Background: an optimization exercise with open tools, aiming at small area and a short achievable clock period. Do not read the settings as production practice.
The RTL was checked by simulation tests, not by an equivalence proof against the original design.
No activity file was given, so power comes from the tool's default toggle rates.

## fpmul_top
module fpmul_top (
	input  logic                  clk,
	input  logic                  rst,
	input  logic                  in_valid,
	input  logic [31:0]           a,
	input  logic [31:0]           b,
	output logic                  out_valid,
	output fpmul_pkg::fpmul_out_t out
);
Size in the first run: ~2500 cells after synthesis, roughly 100 I/O pins.
Settings: LEC_CHECK=0, CAP_MARGIN=20, CORE_MARGIN=2, CORE_UTILIZATION=40, SETUP_SLACK_MARGIN=4.3, SLEW_MARGIN=20, SYNTH_HIERARCHICAL=1, SYNTH_MINIMUM_KEEP_SIZE=0; clock period 7.5 ns.
run.sh (not shown) runs the stock make flow with config.mk's settings and CLKGATE_MAP_FILE= SYNTH_SCRIPT=/design/flow/synth_recipe.tcl, a recipe that flattens the netlist after the stock synthesis.
==> next run, changes <==
==> flow/flow/run.sh (new file) <==
#!/bin/bash
# The standard layout, with smaller port buffers: every input and output
# port still gets a buffer (buf_2 instead of the flow's default choice).
set -e
export BUFFER_PORTS_ARGS="-buffer_cell sky130_fd_sc_hd__buf_2"
cp standard.sh standard.sh.log
bash standard.sh > standard.log 2>&1
==> flow/standard.sh (new file) <==
#!/bin/bash
# synth_recipe.tcl (not shown) runs the flow's synth.tcl, then flattens the netlist and writes it again
# the make line also repeats each setting of config.mk as NAME=value (left out here)
make -C /OpenROAD-flow-scripts/flow DESIGN_CONFIG=/design/flow/config.mk WORK_HOME=/design/flow/orfs CLKGATE_MAP_FILE= SYNTH_SCRIPT=/design/flow/synth_recipe.tcl "${@:-finish}"
Settings changed: SETUP_SLACK_MARGIN 4.3 to 4.6.
removed: flow/run.sh
Result: Cell area went up by about 4%; routed wire length rises by about 5%; combinational power rises by about 12%; utilization is higher by 1.7 points; total power increases by about 6%; flip-flop and latch count does not change; setup slack is better by 0.075 ns; global-route usage is lower by 0.38 points.
==> next run, changes <==
Settings changed: CTS_CLUSTER_DIAMETER set to 200, CTS_CLUSTER_SIZE set to 30, SETUP_SLACK_MARGIN 4.6 to 4.5.
- The changed run finished clean
- critical path depth grows by 5
- clock-buffer cell count shrinks by 40
- power shrinks by roughly a tenth
- worst setup slack gets worse by 0.027 ns
- combinational power shrinks by a few percent
- cell count shrinks by a few percent
- global-route usage shrinks by 0.39 points
==> next run, changes <==
Settings changed: CTS_CLUSTER_DIAMETER 200 to unset, CTS_CLUSTER_SIZE 30 to unset.
=> Combinational power rose by a few percent. Maximum frequency is higher by a few percent. Die area is unchanged.

---

fpmul_top, a different RTL version from the one above (not shown whole).
Size in the first run: about 2,600 cells after synthesis, ~270 flip-flops, roughly 0.027 sq mm of cells after synthesis.
==> flow/config.mk <==
export PLATFORM = sky130hd
export DESIGN_NAME = fpmul_top
export DESIGN_NICKNAME = fpmul_top
export VERILOG_FILES = /design/flow/design.v
export SDC_FILE = /design/flow/constraint.sdc
export NUM_CORES = 4
export LEC_CHECK = 0
export CAP_MARGIN = 20
export CORE_MARGIN = 2
export CORE_UTILIZATION = 40
export SETUP_SLACK_MARGIN = 4.0
export SLEW_MARGIN = 20
export SYNTH_HIERARCHICAL = 1
export SYNTH_MINIMUM_KEEP_SIZE = 0
==> flow/constraint.sdc <==
create_clock -name core_clock -period 7.5 [get_ports {clk}]
set_input_delay 1.5000 -clock core_clock [delete_from_list [all_inputs] [get_ports {clk}]]
set_output_delay 1.5000 -clock core_clock [all_outputs]
set_load 0.01 [all_outputs]
Stock flow here: none of the scripts above is used.
Rerun with:
- SETUP_SLACK_MARGIN: 4.0 -> 4.5
- synthesized area is unchanged
- clock skew went up by 0.0043 ns
- utilization went up by 9.9 points
- setup slack is better by 0.088 ns
- cell area went up by 23%
- hold slack is better by 0.0044 ns
- routed wire length went up by 34%
- fmax went up by 2.6%
- count of clock-buffer cells in the layout went down by 7
Rerun with:
- CTS_BUF_LIST: unset -> sky130_fd_sc_hd__clkbuf_4 sky130_fd_sc_hd__clkbuf_8
- SETUP_SLACK_MARGIN: 4.5 -> 4.0
Outcome: Design area went down by about a fifth; sequential share of layout area went up by 3.3 points; utilization went down by 10 points; non-clock buffer count went down by 358; sequential power went down slightly; worst hold slack gets worse by 0.033 ns; area after synthesis is unchanged.
Rerun with:
- CTS_BUF_LIST: sky130_fd_sc_hd__clkbuf_4 sky130_fd_sc_hd__clkbuf_8 -> unset
- SETUP_SLACK_MARGIN: 4.0 -> 3.0
The changed run passed the timing, design-rule and antenna checks.
Clock-buffer cell count fell by 29.
Wire length fell by about 0.9%.
Worst hold slack gets better by 0.030 ns.
Total power fell by about 2.2%.
Clock power rose by about 10%.
Area after synthesis does not change.
Sequential share of layout area rose by 0.20 points.
Non-clock buffer count fell by 13.
Final area fell by about 1.2%.
Rerun with:
- PLACE_DENSITY: unset -> 0.75
- SETUP_SLACK_MARGIN: 3.0 -> 4.0
The changed run completed with no timing, DRC or antenna violations.
Routed wire length goes down by 6.3%.
Setup slack improves by 0.73 ns.
Cell count stays flat.
First-iteration DRC count increases by 0.90%.
Core utilization climbs by 0.40 points.
Sequential cell count stays the same.
Maximum frequency increases by 21%.

---

== old ==
RTL: one of the versions met above, not the one the previous note started from.
For scale: ~380 flip-flops, about 28000 um2 of cells after synthesis.
==> flow/config.mk <==
export PLATFORM = sky130hd
export DESIGN_NAME = fpmul_top
export DESIGN_NICKNAME = fpmul_top
export VERILOG_FILES = /design/flow/design.v
export SDC_FILE = /design/flow/constraint.sdc
export NUM_CORES = 4
export LEC_CHECK = 0
export CAP_MARGIN = 20
export CORE_MARGIN = 2
export CORE_UTILIZATION = 40
export CTS_BUF_LIST = sky130_fd_sc_hd__clkbuf_4 sky130_fd_sc_hd__clkbuf_8
export SETUP_SLACK_MARGIN = 4.5
export SLEW_MARGIN = 20
export SYNTH_HIERARCHICAL = 1
export SYNTH_MINIMUM_KEEP_SIZE = 0
==> flow/constraint.sdc <==
create_clock -name core_clock -period 7.5 [get_ports {clk}]
set_input_delay 1.5000 -clock core_clock [delete_from_list [all_inputs] [get_ports {clk}]]
set_output_delay 1.5000 -clock core_clock [all_outputs]
set_load 0.01 [all_outputs]
standard.sh (not shown) runs the stock make flow with config.mk's settings and CLKGATE_MAP_FILE= SYNTH_SCRIPT=/design/flow/synth_recipe.tcl, a recipe that flattens the netlist after the stock synthesis.
==> flow/flow/run.sh <==
#!/bin/bash
# The standard layout, with smaller port buffers: every input and output
# port still gets a buffer (buf_2 instead of the flow's default choice).
set -e
export BUFFER_PORTS_ARGS="-buffer_cell sky130_fd_sc_hd__buf_2"
cp standard.sh standard.sh.log
bash standard.sh > standard.log 2>&1
Input-level comparison between new and old:
Settings: a deleted CTS_BUF_LIST that had been sky130_fd_sc_hd__clkbuf_4 sky130_fd_sc_hd__clkbuf_8; a change of SETUP_SLACK_MARGIN from 4.5 to 4.0.
==> flow/run.sh (new file) <==
#!/bin/bash
# synth_recipe.tcl (not shown) runs the flow's synth.tcl, then flattens the netlist and writes it again
# the make line also repeats each setting of config.mk as NAME=value (left out here)
make -C /OpenROAD-flow-scripts/flow DESIGN_CONFIG=/design/flow/config.mk WORK_HOME=/design/flow/orfs CLKGATE_MAP_FILE= SYNTH_SCRIPT=/design/flow/synth_recipe.tcl finish
removed: flow/flow/run.sh
removed: flow/standard.sh
Notes after the runs:
Overall routed net length essentially unchanged between old and new. On routing usage on met2, the higher figure sits with new, not old. Compared with old, new shows a higher final period utilization.

---

== wip/tundra ==
Starting RTL as in the previous note.
make LEC_CHECK=0 CAP_MARGIN=20 CORE_MARGIN=2 CORE_UTILIZATION=40 SETUP_SLACK_MARGIN=4.5 SLEW_MARGIN=20 SYNTH_HIERARCHICAL=1 SYNTH_MINIMUM_KEEP_SIZE=0 finish   # period 7.5 ns
run.sh (not shown) runs the stock make flow with config.mk's settings and CLKGATE_MAP_FILE= SYNTH_SCRIPT=/design/flow/synth_recipe.tcl, a recipe that flattens the netlist after the stock synthesis.
Stock flow here: none of the scripts above is used.
wip/tundra was carried through to the last stage, and its layout satisfied the timing, design-rule and antenna checks.
Inputs modified between wip/tundra and wip/cedar:
==> flow/flow/run.sh (new file) <==
#!/bin/bash
# The standard layout, with smaller port buffers: every input and output
# port still gets a buffer (buf_2 instead of the flow's default choice).
set -e
export BUFFER_PORTS_ARGS="-buffer_cell sky130_fd_sc_hd__buf_2"
cp standard.sh standard.sh.log
bash standard.sh > standard.log 2>&1
==> flow/standard.sh (new file) <==
#!/bin/bash
# synth_recipe.tcl (not shown) runs the flow's synth.tcl, then flattens the netlist and writes it again
# the make line also repeats each setting of config.mk as NAME=value (left out here)
make -C /OpenROAD-flow-scripts/flow DESIGN_CONFIG=/design/flow/config.mk WORK_HOME=/design/flow/orfs CLKGATE_MAP_FILE= SYNTH_SCRIPT=/design/flow/synth_recipe.tcl "${@:-finish}"
diff --git a/flow/config.mk b/flow/config.mk
--- a/flow/config.mk
+++ b/flow/config.mk
@@ -9,4 +9,6 @@
 export CORE_MARGIN = 2
 export CORE_UTILIZATION = 40
+export CTS_CLUSTER_DIAMETER = 100
+export CTS_CLUSTER_SIZE = 24
 export SETUP_SLACK_MARGIN = 4.5
 export SLEW_MARGIN = 20
removed: flow/run.sh
--- outcome ---
- Shortest clock period the worst path allows after layout, wip/tundra and wip/cedar, higher one = wip/cedar.
- Sort wip/tundra and wip/cedar by worst hold slack, descending, and wip/tundra comes first.
- Detailed-placement wirelength estimate shrinks slightly when moving from wip/tundra to wip/cedar.
- Comparing number of fill cells in the layout for wip/tundra and wip/cedar, the smaller number came from wip/tundra.
- Final setup slack of the worst path in wip/cedar is 0.033 ns below wip/tundra.
- wip/cedar vs wip/tundra — instance count on the critical path rose 1.
- As far as cell count after placement is concerned, wip/tundra and wip/cedar perform about the same.
- wip/cedar — fraction of the cycle the final worst path needs 0.44 points higher, wip/tundra as reference
- Lower layout net count was reported by wip/cedar, not wip/tundra.
- Looking at clock buffer count from CTS across wip/tundra and wip/cedar, the one that comes out higher is wip/tundra.
Modified inputs, wip/ember compared to wip/cedar
diff --git a/flow/config.mk b/flow/config.mk
--- a/flow/config.mk
+++ b/flow/config.mk
@@ -9,6 +9,6 @@
 export CORE_MARGIN = 2
 export CORE_UTILIZATION = 40
-export CTS_CLUSTER_DIAMETER = 100
-export CTS_CLUSTER_SIZE = 24
+export CTS_CLUSTER_DIAMETER = 200
+export CTS_CLUSTER_SIZE = 20
 export SETUP_SLACK_MARGIN = 4.5
 export SLEW_MARGIN = 20
==> comparison <==
In the reports for wip/cedar and wip/ember, the smaller layout overhead on the synthesized area belongs to wip/ember. Combinational power up about 2% in wip/ember wrt wip/cedar. Between wip/cedar and wip/ember, the difference in switching component of the power is negligible. After detailed routing, wip/cedar needs less wire than wip/ember. For summed area of non-filler cells in the final layout, wip/ember and wip/cedar come out practically identical. Launch point of the critical path = r4_man[13]: wip/cedar; launch point of the critical path = r3_cin: wip/ember. wip/ember vs wip/cedar, setup fix buffers added after clock tree synthesis went down by 1. The setup slack reported for wip/ember is greater than that of wip/cedar by 0.015 ns. In the flow results for wip/cedar and wip/ember, the largest stage delay on the critical path is larger on wip/cedar. wip/ember vs wip/cedar — clock skew dropped 0.0054 ns. Compare wip/cedar and wip/ember | clock share of power higher: wip/cedar. Diff wip/cedar..wip/ember | worst path required time | negligible.
Modified inputs, wip/nickel compared to wip/ember
diff --git a/flow/config.mk b/flow/config.mk
--- a/flow/config.mk
+++ b/flow/config.mk
@@ -9,7 +9,5 @@
 export CORE_MARGIN = 2
 export CORE_UTILIZATION = 40
-export CTS_CLUSTER_DIAMETER = 200
-export CTS_CLUSTER_SIZE = 20
-export SETUP_SLACK_MARGIN = 4.5
+export SETUP_SLACK_MARGIN = 4.3
 export SLEW_MARGIN = 20
 export SYNTH_HIERARCHICAL = 1
Findings:
wip/nickel falls short of wip/ember in first-pass GRT wire length.
wip/nickel and wip/ember ended up with roughly the same register fraction of the total cell area.
Diff wip/ember..wip/nickel | wire length | negligible
Looking only at proportion of cell area spent on the clock network, and setting everything else aside, the lower value of wip/nickel and wip/ember goes to wip/ember.

afterwards: timing with drivers on the ports:
In the flow no input, the clock included, has a driving cell. The finished layouts below were timed again as built, in two steps. Step 1, drivers: a clkbuf_16 drives clk and a buf_2 each remaining input, both assumed. Step 2 also shifts input and output timing later by t, the mid clock arrival at the registers, as if the neighbouring blocks saw the same clock. Slacks: ideal ports / drivers / drivers and shift; pairs: ideal ports / drivers.
| run | t (ns) | slack for setup (ns) | hold slack, ns | worst setup path after step 2 |
|---|---|---|---|---|
| the first run of note 1 | 0.636 | 4.368 / 4.368 / 4.368 | 0.305 / 0.305 / 0.305 | register to register |
| the second run of note 1 | 0.635 | 4.444 / 4.444 / 4.444 | 0.304 / 0.304 / 0.304 | register to register |
| the third run of note 1 | 0.601 | 4.416 / 4.416 / 4.416 | 0.335 / 0.335 / 0.335 | register to register |
| the fourth run of note 1 | 0.634 | 4.484 / 4.484 / 4.484 | 0.323 / 0.323 / 0.323 | register to register |
| the first run of note 2 | 0.599 | 4.063 / 4.063 / 3.655 | 0.321 / 0.321 / 0.321 | input to register |
| the second run of note 2 | 0.659 | 4.151 / 4.151 / 3.786 | 0.325 / 0.325 / 0.325 | input to register |
| the third run of note 2 | 0.668 | 4.069 / 4.069 / 3.772 | 0.292 / 0.292 / 0.292 | input to register |
| the fourth run of note 2 | 0.597 | 3.334 / 3.334 / 3.334 | 0.322 / 0.322 / 0.322 | register to register |
| the fifth run of note 2 | 0.633 | 4.067 / 4.067 / 3.505 | 0.321 / 0.321 / 0.321 | input to register |
| old | 0.696 | 4.426 / 4.426 / 4.426 | 0.323 / 0.323 / 0.323 | register to register |
| new | 0.635 | 4.127 / 4.127 / 4.127 | 0.304 / 0.304 / 0.304 | register to register |
| wip/tundra | 0.637 | 4.475 / 4.475 / 4.475 | 0.325 / 0.325 / 0.325 | register to register |
| wip/cedar | 0.626 | 4.442 / 4.442 / 4.442 | 0.319 / 0.319 / 0.319 | register to register |
| wip/ember | 0.617 | 4.457 / 4.457 / 4.457 | 0.328 / 0.328 / 0.328 | register to register |
| wip/nickel | 0.641 | 4.344 / 4.344 / 4.344 | 0.315 / 0.315 / 0.315 | register to register |
After both steps setup and hold are still met in every run listed. The setup slack of the fifth run of note 2, which loses most, moves by 0.000 ns with the drivers and by -0.562 ns with both steps.
